What follows belongs to an exercise in optimizing a design on an open flow for a short achievable clock period and few clock cycles per item; a production flow would make more cautious choices. The RTL was checked by simulation tests, not by an equivalence proof against the original design. Power is estimated from default activity; no workload was simulated.

==> inputs of 06-06 <==
Design dns_relay_query_id_table_unit, start of the top module:
module dns_relay_query_id_table_unit #(
    parameter int TABLE_DEPTH = 8
) (
    input  logic        aclk,
    input  logic        aresetn,
    input  logic        s_tvalid,
    output logic        s_tready,
    input  logic [95:0] s_tdata,
    input  logic [1:0]  s_tuser,
    output logic        m_tvalid,
    input  logic        m_tready,
    output logic [71:0] m_tdata,
    output logic [2:0]  m_tuser,
    input  logic        cfg_wr_en,
    input  logic        cfg_index,
    input  logic [15:0] cfg_wdata
);
    localparam int N      = TABLE_DEPTH;
    localparam int IDX_W  = $clog2(N);
    localparam int LIM_W  = dnsr_pkg::LIMIT_W;
    localparam int RM_W   = dnsr_pkg::REM_W;
    localparam int CAP    = 6;
    localparam int OBUF_N = CAP;
    localparam int OB_W   = $clog2(OBUF_N);
    localparam int RES_W  = 3 + RM_W + 16 + 32 + 16;
    function automatic logic [IDX_W:0] therm_count(input logic [N-1:0] t);
        logic [IDX_W:0] c;
        c = '0;
        for (int n = 0; n < N; n++) begin
            if (t[n] && ((n == N - 1) || !t[n+1])) begin
                c = c | (IDX_W+1)'(n + 1);
            end
        end
        therm_count = c;
    endfunction
    function automatic logic [31:0] add32(input logic [31:0] a, input logic [31:0] b);
        logic [31:0] g, p, gg, pp, gn, pn;
        g  = a & b;
        p  = a ^ b;
        gg = g;
        pp = p;
        for (int l = 1; l < 32; l = l * 2) begin
            gn = gg;
            pn = pp;
            for (int i = l; i < 32; i++) begin
                gn[i] = gg[i] | (pp[i] & gg[i-l]);
                pn[i] = pp[i] & pp[i-l];
            end
            gg = gn;
            pp = pn;
        end
        add32 = p ^ {gg[30:0], 1'b0};
    endfunction
  ...
==> flow/config.mk <==
export PLATFORM = sky130hd
export DESIGN_NAME = dns_relay_query_id_table_unit
export DESIGN_NICKNAME = dns_relay_query_id_table_unit
export VERILOG_FILES = /design/flow/design.v
export SDC_FILE = /design/flow/constraint.sdc
export NUM_CORES = 4
export LEC_CHECK = 0
export ABC_CLOCK_PERIOD_IN_PS = 2500
export CAP_MARGIN = 20
export CORE_MARGIN = 2
export CORE_UTILIZATION = 65
export CTS_CLUSTER_DIAMETER = 60
export CTS_CLUSTER_SIZE = 25
export SETUP_SLACK_MARGIN = 5
export SLEW_MARGIN = 20
==> flow/constraint.sdc <==
create_clock -name core_clock -period 7.5 [get_ports {aclk}]
set_input_delay 1.5000 -clock core_clock [delete_from_list [all_inputs] [get_ports {aclk}]]
set_output_delay 1.5000 -clock core_clock [all_outputs]
set_load 0.01 [all_outputs]
run.sh (not shown) runs the stock make flow with config.mk's settings and CLKGATE_MAP_FILE= SYNTH_SCRIPT=/design/flow/synth_recipe.tcl, a recipe that flattens the netlist after the stock synthesis.
==> 01-28: changes against 06-06 <==
--- a/flow/design.v
+++ b/flow/design.v
@@ -87,27 +87,27 @@
             end
             gg = gn;
             pp = pn;
         end
         add32 = p ^ {gg[30:0], 1'b0};
     endfunction
-    function automatic logic less32(input logic [31:0] a, input logic [31:0] b);
-        logic [31:0] lt, eq, ltn, eqn;
+    function automatic logic [1:0] less16(input logic [15:0] a, input logic [15:0] b);
+        logic [15:0] lt, eq, ltn, eqn;
         lt = ~a & b;
         eq = ~(a ^ b);
-        for (int w = 32; w > 1; w = w / 2) begin
+        for (int w = 16; w > 1; w = w / 2) begin
             ltn = '0;
             eqn = '0;
             for (int i = 0; i < w / 2; i++) begin
                 ltn[i] = lt[2*i+1] | (eq[2*i+1] & lt[2*i]);
                 eqn[i] = eq[2*i+1] & eq[2*i];
             end
             lt = ltn;
             eq = eqn;
         end
-        less32 = lt[0];
+        less16 = {lt[0], eq[0]};
     endfunction
     localparam logic [31:0] NEG_AGE_RESET = 32'(0) - 32'(dnsr_pkg::AGE_RESET) *
                                             32'(dnsr_pkg::AGE_SCALE_MS);
     logic [31:0]  nage_s, nage_c;
     logic [N-1:0] keep_t;           
     logic [31:0]  w_na, w_a4, w_a3;
@@ -133,18 +133,19 @@
                         keep_t[n] <= (LIM_W+1)'(n) < {1'b0, cfg_wdata[LIM_W-1:0]};
                     end
                 end
             endcase
         end
     end
-    logic           rdy_reg;
+    logic           rdy_reg;       
+    logic           busy_reg;      
     logic [CAP-1:0] owed_t;        
     logic           in_res;
     logic           out_take;
     assign s_tready = rdy_reg;
-    assign in_res   = s_tvalid && rdy_reg && (s_tuser != 2'd3);
+    assign in_res   = s_tvalid && !busy_reg && (s_tuser != 2'd3);
     logic        a_vld;
     logic [1:0]  a_cmd;
     logic [15:0] a_qid;
     logic [31:0] a_addr;
     logic [15:0] a_port;
     logic [31:0] a_now;
@@ -202,19 +203,20 @@
     logic         last_ins;     
     logic         p_we;         
     logic         sh_we;        
     logic         b_is_add;
     logic         p_head_next;
     assign b_is_add = b_vld && (b_cmd == dnsr_pkg::CMD_ADD);
-    logic [NP-1:0] b_cid_m, b_lt;
+    logic [NP-1:0] b_cid_m, b_lt_hi, b_eq_hi, b_lt_lo;
     logic          b_hi0, b_hi1;
     logic [N-1:0]  b_lid_m;
     always_comb begin
         for (int e = 0; e < NP; e++) begin
             b_cid_m[e] = t_cid[e] == b_qid;
-            b_lt[e]    = less32(t_stamp[e], b_cutoff);
+            {b_lt_hi[e], b_eq_hi[e]} = less16(t_stamp[e][31:16], b_cutoff[31:16]);
+            b_lt_lo[e] = less16(t_stamp[e][15:0], b_cutoff[15:0]) >> 1;
         end
         b_hi0 = b_qid[15:IDX_W] == nid_m1_reg[15:IDX_W];
         b_hi1 = b_qid[15:IDX_W] == hm1_reg;
         for (int n = 0; n < N; n++) begin
             b_lid_m[n] = (b_qid[IDX_W-1:0] == IDX_W'(nid_m1_reg[IDX_W-1:0] - IDX_W'(n))) &&
                          ((IDX_W+1)'(n) <= {1'b0, nid_m1_reg[IDX_W-1:0]} ? b_hi0 : b_hi1);
@@ -223,35 +225,41 @@
     logic          c_vld;
     logic [1:0]    c_cmd;
     logic [15:0]   c_qid;
     logic [31:0]   c_addr;
     logic [15:0]   c_port;
     logic [31:0]   c_now;
-    logic [NP-1:0] c_cid_m, c_lt;
+    logic [NP-1:0] c_cid_m, c_lt, c_lt_hi, c_eq_hi, c_lt_lo;
     logic [N-1:0]  c_lid_m;
     logic          c_cid_f, c_lid_f, c_lt_f;
+    logic          c_lt_hi_f, c_eq_hi_f, c_lt_lo_f;
     always_ff @(posedge aclk) begin
         if (!aresetn) begin
             c_vld <= 1'b0;
         end else begin
             c_vld <= b_vld;
         end
         c_cmd   <= b_cmd;
         c_qid   <= b_qid;
         c_addr  <= b_addr;
         c_port  <= b_port;
         c_now   <= b_now;
         c_cid_m <= b_cid_m;
-        c_lt    <= b_lt;
+        c_lt_hi <= b_lt_hi;
+        c_eq_hi <= b_eq_hi;
+        c_lt_lo <= b_lt_lo;
         c_lid_m <= b_lid_m;
         c_cid_f <= c_qid == b_qid;
         c_lid_f <= nid_reg == b_qid;
-        c_lt_f  <= less32(c_now, b_cutoff);
+        {c_lt_hi_f, c_eq_hi_f} <= less16(c_now[31:16], b_cutoff[31:16]);
+        c_lt_lo_f <= less16(c_now[15:0], b_cutoff[15:0]) >> 1;
     end
     logic          sel_lo, sel_hi, sel_flo, sel_fhi;
     logic [N-1:0]  cid_e, lt_e, lid_e;
+    assign c_lt   = c_lt_hi | (c_eq_hi & c_lt_lo);
+    assign c_lt_f = c_lt_hi_f | (c_eq_hi_f & c_lt_lo_f);
     assign sel_lo  = last_add ? (last_shift && !p_head) : p_head;
     assign sel_hi  = !p_head && !(last_add && last_shift);
     assign sel_flo = last_add && last_shift && p_head;
     assign sel_fhi = last_add && !last_shift && p_head;
     function automatic logic [N-1:0] line_up(input logic [NP-1:0] m, input logic f,
                                              input logic s_lo, input logic s_hi,
@@ -426,35 +434,38 @@
     logic [OB_W-1:0]  ob_rd, ob_shown;
     logic [OBUF_N-1:0] ob_wr_oh;    
     logic [OBUF_N-1:0] ob_we;       
     logic [OBUF_N-1:0] ob_wr_oh_next;
     logic             ob_any;
     logic [OBUF_N-1:0] ob_t;        
-    logic             out_vld;
+    logic             out_vld;      
+    logic             out_none;     
     logic [RES_W-1:0] out_res, out_new;
     logic             out_load, out_next;
     function automatic logic [OB_W-1:0] ob_inc(input logic [OB_W-1:0] p);
         ob_inc = (p == OB_W'(OBUF_N - 1)) ? '0 : p + 1'b1;
     endfunction
     assign ob_any   = ob_t[0];
     assign ob_wr_oh_next = d_vld ? {ob_wr_oh[OBUF_N-2:0], ob_wr_oh[OBUF_N-1]} : ob_wr_oh;
-    assign out_take = out_vld && m_tready;
-    assign out_load = !out_vld || m_tready;
+    assign out_take = !out_none && m_tready;
+    assign out_load = out_none || m_tready;
     assign out_next = out_load && (ob_any || d_vld);
     assign out_new  = ob_any ? ob_mem[ob_rd] : d_res;
     always_ff @(posedge aclk) begin
         if (!aresetn) begin
-            out_vld <= 1'b0;
+            out_vld  <= 1'b0;
+            out_none <= 1'b1;
             ob_rd   <= '0;
             ob_wr_oh <= OBUF_N'(1);
             ob_we    <= '0;
             ob_shown <= '0;
             ob_t    <= '0;
         end else begin
             if (out_load) begin
-                out_vld <= ob_any || d_vld;
+                out_vld  <= ob_any || d_vld;
+                out_none <= !(ob_any || d_vld);
             end
             if (out_next) begin
                 ob_rd    <= ob_inc(ob_rd);
                 ob_shown <= ob_rd;
             end
             ob_wr_oh <= ob_wr_oh_next;
@@ -484,16 +495,18 @@
             owed_next = owed_t;
         end
     end
     always_ff @(posedge aclk) begin
         if (!aresetn) begin
             owed_t  <= '0;
-            rdy_reg <= 1'b1;
+            rdy_reg  <= 1'b1;
+            busy_reg <= 1'b0;
         end else begin
             owed_t  <= owed_next;
-            rdy_reg <= !owed_next[CAP-1];
+            rdy_reg  <= !owed_next[CAP-1];
+            busy_reg <= owed_next[CAP-1];
         end
     end
     assign m_tvalid = out_vld;
     assign m_tuser  = out_res[RES_W-1 -: 3];
     assign m_tdata  = {4'b0, out_res[RES_W-4:0]};
 endmodule
==> flow/flow/run.sh (new file) <==
#!/bin/bash
# Standard layout, with one hook after global placement that moves the
# registers driving output ports next to their port buffers.
set -euo pipefail
export POST_GLOBAL_PLACE_TCL="$PWD/flow/move_out_flops.tcl"
bash standard.sh finish "POST_GLOBAL_PLACE_TCL=$POST_GLOBAL_PLACE_TCL" > make_finish.log 2>&1
==> flow/flow/move_out_flops.tcl (new file) <==
# After global placement: move each register that drives only an output
# port's buffer next to that buffer, so the register's output wire is short.
# Detailed placement legalizes the moved registers afterwards.
set block [ord::get_db_block]
set moved 0
foreach bt [$block getBTerms] {
  if {[$bt getIoType] != "OUTPUT"} { continue }
  set net [$bt getNet]
  if {$net == "NULL"} { continue }
  set buf ""
  foreach it [$net getITerms] {
    if {[$it isOutputSignal]} { set buf [$it getInst] }
  }
  if {$buf == ""} { continue }
  set innet ""
  foreach it [$buf getITerms] {
    if {[$it isInputSignal]} { set innet [$it getNet] }
  }
  if {$innet == "" || $innet == "NULL"} { continue }
  set drv ""
  set nload 0
  foreach it [$innet getITerms] {
    if {[$it isOutputSignal]} { set drv [$it getInst] } else { incr nload }
  }
  if {$drv == "" || $nload != 1} { continue }
  if {![[$drv getMaster] isSequential]} { continue }
  set loc [$buf getLocation]
  $drv setLocation [lindex $loc 0] [lindex $loc 1]
  incr moved
}
puts "move_out_flops: moved $moved registers next to their output buffers"
==> flow/standard.sh (new file) <==
#!/bin/bash
# synth_recipe.tcl (not shown) runs the flow's synth.tcl, then flattens the netlist and writes it again
# the make line also repeats each setting of config.mk as NAME=value (left out here)
make -C /OpenROAD-flow-scripts/flow DESIGN_CONFIG=/design/flow/config.mk WORK_HOME=/design/flow/orfs CLKGATE_MAP_FILE= SYNTH_SCRIPT=/design/flow/synth_recipe.tcl "${@:-finish}"
--- a/flow/config.mk
+++ b/flow/config.mk
@@ -6,10 +6,10 @@
 export NUM_CORES = 4
 export LEC_CHECK = 0
 export ABC_CLOCK_PERIOD_IN_PS = 2500
 export CAP_MARGIN = 20
 export CORE_MARGIN = 2
 export CORE_UTILIZATION = 65
-export CTS_CLUSTER_DIAMETER = 60
-export CTS_CLUSTER_SIZE = 25
+export CTS_CLUSTER_DIAMETER = 40
+export CTS_CLUSTER_SIZE = 16
 export SETUP_SLACK_MARGIN = 5
 export SLEW_MARGIN = 20
removed: flow/run.sh
==> comparison <==
- 06-06 finished clean. 01-28 went through all stages and came out clean.
- In 06-06 the core utilization is lower than in 01-28, by 1.5 points.
- Of 06-06 and 01-28, 06-06 has the higher sequential share of layout area (gap 1.1 points).
- Between 06-06 and 01-28, the lower sequential cell count is in 06-06 (gap 21).
- Total power: 06-06 is lower than 01-28 (about 12%).
- Against 06-06, the design area of 01-28 is larger by 2.5%.
- Against 06-06, the wire length of 01-28 is larger by 3.1%.
- Of 06-06 and 01-28, 01-28 has the higher clock skew (gap 0.0058 ns).
- Against 06-06, the synthesized cell count of 01-28 is larger by 1.2%.
- Hold slack: 01-28 is better than 06-06 (0.0014 ns).
==> figures <==
|  | 01-28 | 06-06 |
|---|---|---|
| Multi-input gate share of total cell area | 27.8% | 29.1% |
| Psw | 6330 µW | 5700 µW |
| Inverter count of the layout excluding clock inverters | 390 | 391 |
| Clock buffer cells | 251 | 161 |
| Multiplexer share of the synthesized area | 2.52% | 2.60% |
| Complex-gate fraction of the synthesized area | 12.8% | 13.2% |
| Final clock-cell share | 7.98% | 5.14% |
| Sequential-cell power consumption | 12,400 µW | 12,200 µW |
| Final HPWL from detailed placement | 130,000 µm | 124,000 µm |
| Post-DR wirelength/cell | 25.6 µm | 25.5 µm |
| Switching part of the total | 24.8% | 25.3% |
| Top layer in use | met4 | met5 |
| Die Ht | 358 µm | 357 µm |
| Cells after synthesis | 6,274 | 6,198 |
| Layout buffering overhead excluding clock cells | 3.96% | 4.30% |
| Via count | 53,999 | 52,998 |
| Synthesized area | 81,400 µm² | 80,800 µm² |
| Proportion of power drawn by combinational gates | 8.0% | 10.1% |
| Overall global routing resource usage | 32.7% | 31.9% |
| Run status | timing/DRC/antenna clean | timing/DRC/antenna clean |
Testbench counts of 06-06, summed over its fixed seeds: cycles 2,440, items 2,400.
Testbench counts of 01-28, summed over its fixed seeds: cycles 2,440, items 2,400.

## afterwards: timing with drivers on the ports
The results above use ideal ports. As a check the final layouts listed here were re-extracted and re-timed, cells and wires unchanged.
Step 1: set_driving_cell puts a clkbuf_16 on aclk and a buf_2 on each other input, an assumption about the parent block.
Step 2 moves the port delays by t, midway between the first and last clock arrival at a register: inputs arrive t later, outputs are due t later. That takes back most of the time a late clock gives input paths.
a / b / c = ideal ports / drivers / drivers and shift; a / b = the first two.
run	t, ns	setup slack, ns	worst slew at a driven data input, ns
06-06	0.859	4.681 / 4.598 / 4.254	0.10
01-28	0.909	4.703 / 4.628 / 4.149	0.14
After both steps setup and hold are still met in every run listed. The setup slack of 01-28, which loses most, moves by -0.075 ns with the drivers and by -0.554 ns with both steps.
